Background: an optimization exercise with open tools, aiming at small area and a short achievable clock period. Do not read the settings as production practice. RTL that was checked went through simulation tests only; none was proved equivalent to the original.

red:
// vad_speech_segmenter
module vad_speech_segmenter #(
  parameter int unsigned COUNT_WIDTH = COUNT_WIDTH_DEF,
  parameter int unsigned PROB_WIDTH  = PROB_WIDTH_DEF,
  localparam int unsigned CfgWidth   = (COUNT_WIDTH > PROB_WIDTH) ? COUNT_WIDTH : PROB_WIDTH
) (
  input  logic                     clk_i,
  input  logic                     rst_ni,
  input  logic                     cfg_we_i,
  input  logic [CFG_IDX_WIDTH-1:0] cfg_idx_i,
  input  logic [CfgWidth-1:0]      cfg_data_i,
  input  logic                     in_valid_i,
  output logic                     in_stall_o,
  input  logic                     kind_i,
  input  logic [PROB_WIDTH-1:0]    speech_prob_i,
  input  logic [COUNT_WIDTH-1:0]   stream_length_i,
  output logic                     out_valid_o,
  input  logic                     out_stall_i,
  output logic [COUNT_WIDTH-1:0]   seg_start_o,
  output logic [COUNT_WIDTH-1:0]   seg_end_o,
  output logic [1:0]               end_reason_o
);
For scale: roughly 2,200 cells after synthesis, roughly 410 flip-flops, ~160 I/O pins, roughly 25,000 um2 of cells after synthesis.
Settings: LEC_CHECK=0, CAP_MARGIN=5, CORE_MARGIN=2, CORE_UTILIZATION=65, CTS_BUF_LIST=sky130_fd_sc_hd__clkbuf_8, CTS_CLUSTER_DIAMETER=50, CTS_CLUSTER_SIZE=16, PLACE_DENSITY=0.75, SETUP_SLACK_MARGIN=4.8, SLEW_MARGIN=5; clock period 9.5 ns.
standard.sh (not shown) runs the stock make flow with config.mk's settings and CLKGATE_MAP_FILE= SYNTH_SCRIPT=/design/flow/synth_recipe.tcl, a recipe that flattens the netlist after the stock synthesis.
==> flow/flow/run.sh <==
#!/bin/bash
# Layout: the standard flow (standard.sh) with one change: buffer_ports, which puts a
# buffer on every input and output port, uses sky130_fd_sc_hd__buf_1 cells instead of the
# cell it picks by itself (the delay buffer clkdlybuf4s50_1). make's full output goes to
# orfs_make.log here; each tool's own log is under orfs/logs/.
set -euo pipefail
bash standard.sh "BUFFER_PORTS_ARGS=-buffer_cell sky130_fd_sc_hd__buf_1" finish > orfs_make.log 2>&1
Modified inputs, purple compared to red
-- flow/design.v --
<<< red, line 84
  input  logic [PROB_WIDTH-1:0]  gap_i,
  input  logic [WIN_WIDTH-1:0]   window_d_i,   
  input  logic [COUNT_WIDTH-1:0] min_sil_i,      
  input  logic                   min_sil_set_i,
  input  logic [COUNT_WIDTH-1:0] split_pause_i,
  input  logic [COUNT_WIDTH-1:0] min_speech_i,
  input  logic [COUNT_WIDTH-1:0] max_speech_i,   
  input  logic                   max_speech_set_i,
  output logic                   res_valid_o,
  output logic [1:0]             res_reason_o,
>>> purple, line 84
  input  logic [PROB_WIDTH-1:0]  gap_i,
  input  logic [WIN_WIDTH-1:0]   window_d_i,   
  input  logic [COUNT_WIDTH-1:0] min_sil_i,
  input  logic [COUNT_WIDTH-1:0] split_pause_i,
  input  logic [COUNT_WIDTH-1:0] min_speech_i,
  input  logic [COUNT_WIDTH-1:0] max_speech_i,
  output logic                   res_valid_o,
  output logic [1:0]             res_reason_o,
<<< red, line 134
    .nx_i(sil_s_n), .y_i(open_q), .k_i(min_speech_i), .borrow_i(b_run), .gt_o(msp_gt), .ge_o(msp_ge)
  );
  assign split_hit  = in_speech_q && max_speech_set_i && (max_speech_i != '1) && max_gt;
  assign long_pause = sil_valid_q && sp_gt;
  assign sil_ok     = !min_sil_set_i || (sil_valid_q ? msil_ge : (min_sil_i == '0));
  assign speech_ok  = msp_gt;
  assign win        = !kind_i;
>>> purple, line 132
    .nx_i(sil_s_n), .y_i(open_q), .k_i(min_speech_i), .borrow_i(b_run), .gt_o(msp_gt), .ge_o(msp_ge)
  );
  assign split_hit  = in_speech_q && (max_speech_i != '1) && max_gt;
  assign long_pause = sil_valid_q && sp_gt;
  assign sil_ok     = sil_valid_q ? msil_ge : (min_sil_i == '0);
  assign speech_ok  = msp_gt;
  assign win        = !kind_i;
<<< red, line 255
  logic [WIN_WIDTH-1:0]   window_q;
  logic [COUNT_WIDTH-1:0] min_sil_q, split_pause_q, min_speech_q, max_speech_q;
  logic                   min_sil_set_q, max_speech_set_q;
  logic                   in_valid_q;
  logic                   kind_q;
>>> purple, line 253
  logic [WIN_WIDTH-1:0]   window_q;
  logic [COUNT_WIDTH-1:0] min_sil_q, split_pause_q, min_speech_q, max_speech_q;
  logic                   in_valid_q;
  logic                   kind_q;
<<< red, line 273
      gap_q         <= PROB_WIDTH'(GAP_RESET);
      window_q      <= WIN_RESET;
      min_sil_set_q    <= 1'b0;
      split_pause_q <= COUNT_WIDTH'(SPLIT_PAUSE_RESET);
      min_speech_q  <= COUNT_WIDTH'(MIN_SPEECH_RESET);
      max_speech_set_q <= 1'b0;
    end else if (cfg_we_i) begin
      case (cfg_idx_i)
>>> purple, line 270
      gap_q         <= PROB_WIDTH'(GAP_RESET);
      window_q      <= WIN_RESET;
      min_sil_q     <= COUNT_WIDTH'(MIN_SIL_RESET);
      split_pause_q <= COUNT_WIDTH'(SPLIT_PAUSE_RESET);
      min_speech_q  <= COUNT_WIDTH'(MIN_SPEECH_RESET);
      max_speech_q  <= '1;
    end else if (cfg_we_i) begin
      case (cfg_idx_i)
<<< red, line 282
        CFG_GAP:         gap_q         <= cfg_data_i[PROB_WIDTH-1:0];
        CFG_WINDOW:      window_q      <= cfg_data_i[WIN_WIDTH-1:0];
        CFG_MIN_SILENCE: min_sil_set_q    <= 1'b1;
        CFG_SPLIT_PAUSE: split_pause_q <= cfg_data_i[COUNT_WIDTH-1:0];
        CFG_MIN_SPEECH:  min_speech_q  <= cfg_data_i[COUNT_WIDTH-1:0];
        CFG_MAX_SPEECH:  max_speech_set_q <= 1'b1;
        default: ;
      endcase
    end
  end
  always_ff @(posedge clk_i) begin
    if (cfg_we_i && cfg_idx_i == CFG_MIN_SILENCE) min_sil_q    <= cfg_data_i[COUNT_WIDTH-1:0];
    if (cfg_we_i && cfg_idx_i == CFG_MAX_SPEECH)  max_speech_q <= cfg_data_i[COUNT_WIDTH-1:0];
  end
  assign window_d = (cfg_we_i && cfg_idx_i == CFG_WINDOW) ? cfg_data_i[WIN_WIDTH-1:0] : window_q;
>>> purple, line 279
        CFG_GAP:         gap_q         <= cfg_data_i[PROB_WIDTH-1:0];
        CFG_WINDOW:      window_q      <= cfg_data_i[WIN_WIDTH-1:0];
        CFG_MIN_SILENCE: min_sil_q     <= cfg_data_i[COUNT_WIDTH-1:0];
        CFG_SPLIT_PAUSE: split_pause_q <= cfg_data_i[COUNT_WIDTH-1:0];
        CFG_MIN_SPEECH:  min_speech_q  <= cfg_data_i[COUNT_WIDTH-1:0];
        CFG_MAX_SPEECH:  max_speech_q  <= cfg_data_i[COUNT_WIDTH-1:0];
        default: ;
      endcase
    end
  end
  assign window_d = (cfg_we_i && cfg_idx_i == CFG_WINDOW) ? cfg_data_i[WIN_WIDTH-1:0] : window_q;
<<< red, line 323
    .window_d_i     (window_d),
    .min_sil_i      (min_sil_q),
    .min_sil_set_i  (min_sil_set_q),
    .split_pause_i  (split_pause_q),
    .min_speech_i   (min_speech_q),
    .max_speech_i   (max_speech_q),
    .max_speech_set_i(max_speech_set_q),
    .res_valid_o    (res_valid),
    .res_reason_o   (res_reason),
>>> purple, line 316
    .window_d_i     (window_d),
    .min_sil_i      (min_sil_q),
    .split_pause_i  (split_pause_q),
    .min_speech_i   (min_speech_q),
    .max_speech_i   (max_speech_q),
    .res_valid_o    (res_valid),
    .res_reason_o   (res_reason),
## What came out
purple against red: number of distinct library cells after synthesis down 1; post-synthesis sequential area ratio fell 1.9 points; final period demand of the worst path lower; met1 wire length -0.66%; first-iteration DRC count has decreased. Area after detailed placement of purple exceeds that of red slightly. Final worst setup slack was higher in purple than in red. A worst setup path startpoint of u_core.sil_valid_q is what red shows, while u_core.next_nq[12] belongs to purple.
Only the layout flow was run in red; the RTL was not checked for function there.

## re-timing with driven ports
In the flow no input, the clock included, has a driving cell. The finished layouts below were timed again as built, in two steps. Step 1, drivers: a clkbuf_16 drives clk_i and a buf_2 each remaining input, both assumed. Step 2 adds t to the input delays and takes it off the output delays; t is the mean of the earliest and latest rising clock arrival at the registers after step 1. Input paths then give back, and output paths get back, about the clock's delay inside the block. Three values: ideal, step 1, step 2; two values: the first two.
| run | t, ns | setup slack, ns | worst setup path after step 2 | worst register clock-pin slew, ns | worst data-port slew with drivers (ns) |
|---|---|---|---|---|---|
| red | 0.691 | 4.856 / 4.856 / 4.211 | input to register | 0.10 / 0.10 | 0.05 |
| purple | 0.703 | 4.910 / 4.910 / 4.281 | input to register | 0.10 / 0.10 | 0.05 |
After both steps every run listed still meets setup and hold. The setup slack of red, which loses most, moves by 0.000 ns with the drivers and by -0.645 ns with both steps.
